Source: an optimization exercise on an open RTL-to-GDS flow (aim: small area, a short achievable clock period and few clock cycles per item). Production flows keep margins and buffers that such runs may drop. Function was checked by simulation only, so behaviour that the tests miss may differ from the original.

==> v7 <==
==> flow/design.v <==
package cache_cfg_pkg;
  typedef logic [31:0] word_t;
  typedef logic [25:0] tag_t;
  typedef logic [2:0] set_idx_t;
  typedef logic word_sel_t;
  typedef logic [3:0] frame_t;
  localparam int NUM_FRAMES = 16;
  localparam int BYTE_OFFSET_BITS = 2;
endpackage
package cache_ctrl_pkg;
endpackage
`timescale 1ns/1ps
module dcache_top (
  input  logic                CLK,
  input  logic                nRST,
  input  logic                halt,
  input  logic                dren,
  input  logic                dwen,
  input  cache_cfg_pkg::word_t daddr,
  input  cache_cfg_pkg::word_t dstore,
  output logic                dhit,
  output cache_cfg_pkg::word_t dload,
  output logic                mem_ren,
  output logic                mem_wen,
  output cache_cfg_pkg::word_t mem_addr,
  output cache_cfg_pkg::word_t mem_store,
  input  cache_cfg_pkg::word_t mem_load,
  input  logic                mem_wait,
  output logic                flushed
);
  cache_cfg_pkg::word_t data0 [16];
  cache_cfg_pkg::word_t data1 [16];
  cache_cfg_pkg::tag_t  tags  [16];
  logic [15:0] valid;
  logic [15:0] dirty;
  logic [7:0]  lru;
  logic st_wb1;
  logic st_f0;
  logic st_f1;
  logic st_fw1;
  logic st_idle;
  logic        any_dirty;
  logic [3:0]  fl_frame;
  logic [15:0] fl_dec;
  cache_cfg_pkg::tag_t     req_tag;
  cache_cfg_pkg::set_idx_t req_set;
  logic                    req_word;
  logic                    req_valid;
  assign req_tag   = daddr[31:6];
  assign req_set   = daddr[5:3];
  assign req_word  = daddr[2];
  assign req_valid = dren | dwen;
  assign st_idle   = ~(st_wb1 | st_f0 | st_f1 | st_fw1);
  logic [7:0] qdec;
  logic [7:0] sdec;
  always_comb
  begin
    for (int i = 0; i < 8; i++)
    begin
      qdec[i] = (req_set == 3'(i));
      sdec[i] = halt ? (fl_frame[3:1] == 3'(i)) : qdec[i];
    end
    for (int f = 0; f < 16; f++)
    begin
      fl_dec[f] = (fl_frame == 4'(f));
    end
  end
  logic [15:0] vsel;
  logic [15:0] vdf;
  logic        vway;
  logic        vdirty;
  always_comb
  begin
    vway   = 1'b0;
    vdirty = 1'b0;
    for (int f = 0; f < 16; f++)
    begin
      vsel[f] = (f[0] == lru[f/2]);
      vdf[f]  = vsel[f] & dirty[f];
      vdirty  = vdirty | (qdec[f/2] & vdf[f]);
    end
    for (int i = 0; i < 8; i++)
    begin
      vway = vway | (qdec[i] & lru[i]);
    end
  end
  logic [15:0] match;
  logic [15:0] fhit;
  logic hit0;
  logic hit1;
  logic hit_any;
  always_comb
  begin
    hit0 = 1'b0;
    hit1 = 1'b0;
    for (int f = 0; f < 16; f++)
    begin
      match[f] = valid[f] && (tags[f] == req_tag);
      fhit[f]  = qdec[f/2] & match[f];
    end
    for (int i = 0; i < 8; i++)
    begin
      hit0 = hit0 | fhit[2*i];
      hit1 = hit1 | fhit[2*i+1];
    end
  end
  assign hit_any = hit0 | hit1;
  logic miss;
  assign miss = st_idle & req_valid & ~hit_any;
  cache_cfg_pkg::word_t rd00;
  cache_cfg_pkg::word_t rd01;
  cache_cfg_pkg::word_t rd10;
  cache_cfg_pkg::word_t rd11;
  always_comb
  begin
    rd00 = '0;
    rd01 = '0;
    rd10 = '0;
    rd11 = '0;
    for (int i = 0; i < 8; i++)
    begin
      rd00 = rd00 | ({32{sdec[i]}} & data0[2*i]);
      rd01 = rd01 | ({32{sdec[i]}} & data1[2*i]);
      rd10 = rd10 | ({32{sdec[i]}} & data0[2*i+1]);
      rd11 = rd11 | ({32{sdec[i]}} & data1[2*i+1]);
    end
  end
  logic [15:0] tsel;
  logic        use_req;
  cache_cfg_pkg::tag_t addr_tag;
  always_comb
  begin
    use_req  = ~halt & (st_f0 | st_f1 | ~vdirty);
    addr_tag = {26{use_req}} & req_tag;
    for (int f = 0; f < 16; f++)
    begin
      tsel[f]  = halt ? fl_dec[f] : (qdec[f/2] & vdf[f] & ~(st_f0 | st_f1));
      addr_tag = addr_tag | ({26{tsel[f]}} & tags[f]);
    end
  end
  logic wb_way;
  logic wb_word;
  assign wb_way  = halt ? fl_frame[0] : vway;
  assign wb_word = st_wb1 | st_fw1;
  assign mem_wen   = (miss & vdirty) | (st_idle & halt & any_dirty) | st_wb1 | st_fw1;
  assign mem_ren   = (miss & ~vdirty) | st_f0 | st_f1;
  assign mem_addr  = {addr_tag, (halt ? fl_frame[3:1] : req_set), wb_word | st_f1, 2'b00};
  assign mem_store = wb_way ? (wb_word ? rd11 : rd10) : (wb_word ? rd01 : rd00);
  cache_cfg_pkg::word_t dw0;
  cache_cfg_pkg::word_t dw1;
  logic sel0;
  logic sel1;
  logic selm;
  assign dw0  = req_word ? rd01 : rd00;
  assign dw1  = req_word ? rd11 : rd10;
  assign sel0 = hit0 | (st_f1 & ~vway & ~req_word);
  assign sel1 = hit1 | (st_f1 & vway & ~req_word);
  assign selm = st_f1 & req_word;
  assign dload = ({32{sel0}} & dw0) | ({32{sel1}} & dw1) | ({32{selm}} & mem_load);
  logic fill0;
  logic fill0_done;
  logic fill1_done;
  logic wb_done;
  assign fill0      = st_f0 | (miss & ~vdirty);
  assign fill0_done = fill0 & ~mem_wait;
  assign fill1_done = st_f1 & ~mem_wait;
  assign wb_done    = st_fw1 & ~mem_wait;
  assign dhit    = req_valid & (hit_any | fill1_done);
  assign flushed = halt & ~any_dirty;
  logic [15:0] st_f;
  logic [15:0] fill_f;
  logic [15:0] we0;
  logic [15:0] we1;
  cache_cfg_pkg::word_t wdata0;
  cache_cfg_pkg::word_t wdata1;
  always_comb
  begin
    for (int f = 0; f < 16; f++)
    begin
      st_f[f]   = st_idle & dwen & fhit[f];
      fill_f[f] = qdec[f/2] & vsel[f];
      we0[f]    = (st_f[f] & ~req_word) | (fill_f[f] & (fill0_done | (fill1_done & dwen & ~req_word)));
      we1[f]    = (st_f[f] & req_word) | (fill_f[f] & fill1_done);
    end
  end
  assign wdata0 = fill0 ? mem_load : dstore;
  assign wdata1 = (st_f1 & ~(dwen & req_word)) ? mem_load : dstore;
  always_ff @(posedge CLK)
  begin
    for (int f = 0; f < 16; f++)
    begin
      if (we0[f])
      begin
        data0[f] <= wdata0;
      end
      if (we1[f])
      begin
        data1[f] <= wdata1;
      end
      if (fill_f[f] && fill1_done)
      begin
        tags[f] <= req_tag;
      end
    end
  end
  logic [15:0] dirty_n;
  logic [3:0]  fl_next;
  always_comb
  begin
    for (int f = 0; f < 16; f++)
    begin
      dirty_n[f] = (dirty[f] | st_f[f]) & ~(wb_done & fl_dec[f]);
      if (fill_f[f] && fill1_done)
      begin
        dirty_n[f] = dwen;
      end
    end
    fl_next = 4'd0;
    for (int f = 15; f >= 0; f--)
    begin
      if (dirty_n[f])
      begin
        fl_next = 4'(f);
      end
    end
  end
  always_ff @(posedge CLK, negedge nRST)
  begin
    if (!nRST)
    begin
      valid     <= '0;
      dirty     <= '0;
      lru       <= '0;
      any_dirty <= 1'b0;
      fl_frame  <= '0;
      st_wb1    <= 1'b0;
      st_f0     <= 1'b0;
      st_f1     <= 1'b0;
      st_fw1    <= 1'b0;
    end
    else
    begin
      st_wb1 <= (miss & vdirty & ~mem_wait) | (st_wb1 & mem_wait);
      st_f0  <= (st_wb1 & ~mem_wait) | (st_f0 & mem_wait);
      st_f1  <= fill0_done | (st_f1 & mem_wait);
      st_fw1 <= (st_idle & halt & any_dirty & ~mem_wait) | (st_fw1 & mem_wait);
      dirty     <= dirty_n;
      any_dirty <= |dirty_n;
      fl_frame  <= fl_next;
      for (int f = 0; f < 16; f++)
      begin
        if (fill_f[f] && fill1_done)
        begin
          valid[f] <= 1'b1;
        end
      end
      for (int i = 0; i < 8; i++)
      begin
        if (qdec[i] && dhit)
        begin
          lru[i] <= hit_any ? hit0 : ~lru[i];
        end
      end
    end
  end
endmodule
==> flow/run.sh <==
#!/bin/bash
# synth_recipe.tcl (not shown) runs the flow's synth.tcl, then flattens the netlist and writes it again
# the make line also repeats each setting of config.mk as NAME=value (left out here)
make -C /OpenROAD-flow-scripts/flow DESIGN_CONFIG=/design/flow/config.mk WORK_HOME=/design/flow/orfs CLKGATE_MAP_FILE= SYNTH_SCRIPT=/design/flow/synth_recipe.tcl finish
==> flow/config.mk <==
export PLATFORM = sky130hd
export DESIGN_NAME = dcache_top
export DESIGN_NICKNAME = dcache_top
export VERILOG_FILES = /design/flow/design.v
export SDC_FILE = /design/flow/constraint.sdc
export NUM_CORES = 4
export LEC_CHECK = 0
export CAP_MARGIN = 20
export CORE_MARGIN = 2
export CORE_UTILIZATION = 50
export PLACE_DENSITY = 0.6
export SETUP_SLACK_MARGIN = 1.8
export SLEW_MARGIN = 20
==> flow/constraint.sdc <==
create_clock -name core_clock -period 7.5 [get_ports {CLK}]
set_input_delay 1.5000 -clock core_clock [delete_from_list [all_inputs] [get_ports {CLK}]]
set_output_delay 1.5000 -clock core_clock [all_outputs]
set_load 0.01 [all_outputs]
==> v33 (differences from v7) <==
==> flow/design.v, changed modules only <==
module dcache_top (
  input  logic                CLK,
  input  logic                nRST,
  input  logic                halt,
  input  logic                dren,
  input  logic                dwen,
  input  cache_cfg_pkg::word_t daddr,
  input  cache_cfg_pkg::word_t dstore,
  output logic                dhit,
  output cache_cfg_pkg::word_t dload,
  output logic                mem_ren,
  output logic                mem_wen,
  output cache_cfg_pkg::word_t mem_addr,
  output cache_cfg_pkg::word_t mem_store,
  input  cache_cfg_pkg::word_t mem_load,
  input  logic                mem_wait,
  output logic                flushed
);
  cache_cfg_pkg::word_t data0 [16];
  cache_cfg_pkg::word_t data1 [16];
  cache_cfg_pkg::tag_t  tags  [16];
  logic [15:0] valid;
  logic [15:0] dirty;
  logic [7:0]  lru;
  logic st_wb1;
  logic st_f0;
  logic st_f1;
  logic st_fw1;
  logic st_idle;
  logic st_fill;
  logic bg;
  cache_cfg_pkg::tag_t     pend_tag;
  cache_cfg_pkg::set_idx_t pend_set;
  logic                    pend_way;
  logic [15:0]             pend_dec;
  logic                    skip0;
  logic                    skip1;
  logic                    f0got;
  logic        any_dirty;
  logic [3:0]  fl_frame;
  logic [15:0] fl_dec;
  cache_cfg_pkg::tag_t     req_tag;
  cache_cfg_pkg::set_idx_t req_set;
  logic                    req_word;
  logic                    req_valid;
  assign req_tag   = daddr[31:6];
  assign req_set   = daddr[5:3];
  assign req_word  = daddr[2];
  assign req_valid = dren | dwen;
  assign st_idle   = ~(st_wb1 | st_f0 | st_f1 | st_fw1);
  assign st_fill   = st_f0 | st_f1;
  logic [7:0] qdec;
  logic [7:0] sdec;
  always_comb
  begin
    for (int i = 0; i < 8; i++)
    begin
      qdec[i] = (req_set == 3'(i));
      sdec[i] = halt ? (fl_frame[3:1] == 3'(i)) : qdec[i];
    end
    for (int f = 0; f < 16; f++)
    begin
      fl_dec[f]   = (fl_frame == 4'(f));
      pend_dec[f] = ({pend_set, pend_way} == 4'(f));
    end
  end
  logic [15:0] vsel;
  logic [15:0] vdf;
  logic        vway;
  logic        vdirty;
  always_comb
  begin
    vway   = 1'b0;
    vdirty = 1'b0;
    for (int f = 0; f < 16; f++)
    begin
      vsel[f] = (f[0] == lru[f/2]);
      vdf[f]  = vsel[f] & dirty[f];
      vdirty  = vdirty | (qdec[f/2] & vdf[f]);
    end
    for (int i = 0; i < 8; i++)
    begin
      vway = vway | (qdec[i] & lru[i]);
    end
  end
  logic [15:0] match;
  logic [15:0] fhit;
  logic hit0;
  logic hit1;
  logic hit_any;
  always_comb
  begin
    hit0 = 1'b0;
    hit1 = 1'b0;
    for (int f = 0; f < 16; f++)
    begin
      match[f] = valid[f] && (tags[f] == req_tag);
      fhit[f]  = qdec[f/2] & match[f];
    end
    for (int i = 0; i < 8; i++)
    begin
      hit0 = hit0 | fhit[2*i];
      hit1 = hit1 | fhit[2*i+1];
    end
  end
  assign hit_any = hit0 | hit1;
  logic miss;
  assign miss = st_idle & req_valid & ~hit_any;
  logic pend_hit;
  logic blocked;
  assign pend_hit = |(fhit & pend_dec);
  assign blocked  = bg & pend_hit & ~(dwen | (req_word ? skip1 : (skip0 | f0got)));
  cache_cfg_pkg::word_t rd00;
  cache_cfg_pkg::word_t rd01;
  cache_cfg_pkg::word_t rd10;
  cache_cfg_pkg::word_t rd11;
  always_comb
  begin
    rd00 = '0;
    rd01 = '0;
    rd10 = '0;
    rd11 = '0;
    for (int i = 0; i < 8; i++)
    begin
      rd00 = rd00 | ({32{sdec[i]}} & data0[2*i]);
      rd01 = rd01 | ({32{sdec[i]}} & data1[2*i]);
      rd10 = rd10 | ({32{sdec[i]}} & data0[2*i+1]);
      rd11 = rd11 | ({32{sdec[i]}} & data1[2*i+1]);
    end
  end
  logic [15:0] tsel;
  logic        use_req;
  logic        fl_mode;
  cache_cfg_pkg::tag_t addr_tag;
  always_comb
  begin
    fl_mode  = halt & ~st_fill;
    use_req  = st_idle & ~halt & ~vdirty;
    addr_tag = ({26{use_req}} & req_tag) | ({26{st_fill}} & pend_tag);
    for (int f = 0; f < 16; f++)
    begin
      tsel[f]  = fl_mode ? fl_dec[f] : (qdec[f/2] & vdf[f] & (st_idle | st_wb1));
      addr_tag = addr_tag | ({26{tsel[f]}} & tags[f]);
    end
  end
  logic wb_way;
  logic wb_word;
  assign wb_way  = halt ? fl_frame[0] : vway;
  assign wb_word = st_wb1 | st_fw1;
  assign mem_wen   = (miss & vdirty) | (st_idle & halt & any_dirty) | st_wb1 | st_fw1;
  assign mem_ren   = (miss & ~vdirty) | st_f0 | st_f1;
  assign mem_addr  = {addr_tag, (st_fill ? pend_set : (halt ? fl_frame[3:1] : req_set)), wb_word | st_f1, 2'b00};
  assign mem_store = wb_way ? (wb_word ? rd11 : rd10) : (wb_word ? rd01 : rd00);
  cache_cfg_pkg::word_t dw0;
  cache_cfg_pkg::word_t dw1;
  assign dw0   = req_word ? rd01 : rd00;
  assign dw1   = req_word ? rd11 : rd10;
  assign dload = ({32{hit0}} & dw0) | ({32{hit1}} & dw1) | ({32{~hit_any}} & mem_load);
  logic fill0;
  logic fill0_done;
  logic fill1_done;
  logic wb_done;
  logic bg_wr;
  assign fill0      = st_f0 | (miss & ~vdirty);
  assign fill0_done = fill0 & ~mem_wait;
  assign fill1_done = st_f1 & ~mem_wait;
  assign wb_done    = st_fw1 & ~mem_wait;
  assign bg_wr      = bg & st_fill & ~mem_wait;
  logic mdone;
  assign mdone = (miss & ~vdirty & dwen) |
                 (miss & ~vdirty & dren & ~req_word & ~mem_wait) |
                 (st_wb1 & ~mem_wait & dwen) |
                 (st_f0 & ~bg & ~mem_wait & dren & ~req_word) |
                 (st_f1 & ~bg & ~mem_wait);
  logic hit_ok;
  assign hit_ok  = hit_any & ~blocked & ~(dwen & bg_wr);
  assign dhit    = req_valid & (hit_ok | mdone);
  assign flushed = halt & ~any_dirty & st_idle;
  logic [15:0] st_f;
  logic [15:0] fill_f;
  logic [15:0] we0;
  logic [15:0] we1;
  logic        mem0;
  logic        mem1;
  cache_cfg_pkg::word_t wdata0;
  cache_cfg_pkg::word_t wdata1;
  always_comb
  begin
    for (int f = 0; f < 16; f++)
    begin
      st_f[f]   = dwen & fhit[f] & ~blocked & ~bg_wr;
      fill_f[f] = st_idle ? (qdec[f/2] & vsel[f]) : pend_dec[f];
      we0[f]    = (st_f[f] & ~req_word) | (fill_f[f] & ((fill0_done & ~skip0) | (mdone & dwen & ~req_word)));
      we1[f]    = (st_f[f] & req_word) | (fill_f[f] & ((fill1_done & ~skip1) | (mdone & dwen & req_word)));
    end
  end
  assign mem0   = fill0_done & ~skip0 & ~(st_idle & dwen & ~req_word);
  assign mem1   = fill1_done & ~skip1;
  assign wdata0 = mem0 ? mem_load : dstore;
  assign wdata1 = mem1 ? mem_load : dstore;
  always_ff @(posedge CLK)
  begin
    for (int f = 0; f < 16; f++)
    begin
      if (we0[f])
      begin
        data0[f] <= wdata0;
      end
      if (we1[f])
      begin
        data1[f] <= wdata1;
      end
      if (fill_f[f] && mdone)
      begin
        tags[f] <= req_tag;
      end
    end
  end
  always_ff @(posedge CLK)
  begin
    if (miss)
    begin
      pend_tag <= req_tag;
      pend_set <= req_set;
      pend_way <= vway;
    end
  end
  logic [15:0] dirty_n;
  logic [3:0]  fl_next;
  always_comb
  begin
    for (int f = 0; f < 16; f++)
    begin
      dirty_n[f] = (dirty[f] | st_f[f]) & ~(wb_done & fl_dec[f]);
      if (fill_f[f] && mdone)
      begin
        dirty_n[f] = dwen;
      end
    end
    fl_next = 4'd0;
    for (int f = 15; f >= 0; f--)
    begin
      if (dirty_n[f])
      begin
        fl_next = 4'(f);
      end
    end
  end
  always_ff @(posedge CLK, negedge nRST)
  begin
    if (!nRST)
    begin
      valid     <= '0;
      dirty     <= '0;
      lru       <= '0;
      any_dirty <= 1'b0;
      fl_frame  <= '0;
      st_wb1    <= 1'b0;
      st_f0     <= 1'b0;
      st_f1     <= 1'b0;
      st_fw1    <= 1'b0;
      bg        <= 1'b0;
      skip0     <= 1'b0;
      skip1     <= 1'b0;
      f0got     <= 1'b0;
    end
    else
    begin
      st_wb1 <= (miss & vdirty & ~mem_wait) | (st_wb1 & mem_wait);
      st_f0  <= (st_wb1 & ~mem_wait) | (st_f0 & mem_wait) | (miss & ~vdirty & dwen & mem_wait);
      st_f1  <= fill0_done | (st_f1 & mem_wait);
      st_fw1 <= (st_idle & halt & any_dirty & ~mem_wait) | (st_fw1 & mem_wait);
      bg <= (bg & ~fill1_done) | (mdone & ~st_f1);
      if (mdone && dwen)
      begin
        skip0 <= ~req_word;
        skip1 <= req_word;
      end
      else if (fill1_done)
      begin
        skip0 <= 1'b0;
        skip1 <= 1'b0;
      end
      else if (bg && |(st_f & pend_dec))
      begin
        skip0 <= skip0 | ~req_word;
        skip1 <= skip1 | req_word;
      end
      f0got <= (f0got | fill0_done) & ~fill1_done;
      dirty     <= dirty_n;
      any_dirty <= |dirty_n;
      fl_frame  <= fl_next;
      for (int f = 0; f < 16; f++)
      begin
        if (fill_f[f] && mdone)
        begin
          valid[f] <= 1'b1;
        end
      end
      for (int i = 0; i < 8; i++)
      begin
        if (qdec[i] && dhit)
        begin
          lru[i] <= hit_any ? hit0 : ~lru[i];
        end
      end
    end
  end
endmodule
--- a/flow/config.mk
+++ b/flow/config.mk
@@ -8,6 +8,8 @@
 export CAP_MARGIN = 20
 export CORE_MARGIN = 2
 export CORE_UTILIZATION = 50
+export CTS_CLUSTER_DIAMETER = 80
+export CTS_CLUSTER_SIZE = 30
 export PLACE_DENSITY = 0.6
 export SETUP_SLACK_MARGIN = 1.8
 export SLEW_MARGIN = 20
==> flow_results.org <==
** STA
- Period utilization :: 0.821
- Timing would allow up to roughly 160 MHz.

** Yosys
- Asr flop ratio synth :: 0.0329
- Of the synthesized area, sequential elements account for 0.714.

** Placed design
- Post-placement cell count :: 5,768

** Status
- The run finished with no timing, DRC or antenna violations.

** Critical path
- Worst setup path endpoint :: dload[11]
- Number of buffers and inverters on the critical path :: 6
- The worst register-to-register path has a setup slack of approximately 2.5 ns.
- In this run the critical register-to-register path is captured at data1[12][6].

** Floorplanning
- Die Y :: between 300 and 400 um

** Layout
- Multi-input combinational cells in the finished layout were counted as 2,127.

** Drt
- In the detailed route, the total length drawn on met2 is 114 mm.

** GRT
- Antenna violations before repair :: 3
-- figures above: v7

==> flow_results.org <==
** STA
- Period utilization :: 0.783

** Critical path
- Across all register-to-register paths, the minimum setup slack is around 2.7 ns.
- Following the worst setup path forward leads to its endpoint at dhit.

** Yosys
- Of all flip-flops after synthesis, the portion carrying an async set or reset was 0.0348.
- For this run, the register share of the synthesized area comes to 0.707.

** Status
- Result of the run :: finished clean

** GRT
- The initial antenna violation count came to 2.

** Drt
- Summed over all nets, wire length on met2 after detailed routing comes to approximately 120 mm.
-- figures above: v33

Testbench counts of v7, summed over its fixed seeds: cycles 34,095, accesses 16,000.
Testbench counts of v33, summed over its fixed seeds: cycles 32,041, accesses 16,000.

port drivers added, routing unchanged:
The flow's constraints put no driver on any port. The routed layouts listed below were extracted and timed again, unchanged, in two steps.
Step 1, drivers: a clkbuf_16 drives CLK and a buf_2 each remaining input, both assumed.
Step 2 also shifts input and output timing later by t, the mid clock arrival at the registers, as if the neighbouring blocks saw the same clock.
Slacks: ideal / step 1 / step 2; pairs: ideal / step 1.
run | t (ns) | slack for setup (ns) | clock arrival spread, ns
v7 | 0.882 | 1.342 / 1.311 / 1.147 | 0.032 / 0.032
v33 | 0.771 | 1.631 / 1.584 / 1.352 | 0.060 / 0.060
After both steps every run listed still meets setup and hold. For v33, which loses most, drivers alone change the setup slack by -0.047 ns; drivers and shift together by -0.279 ns.
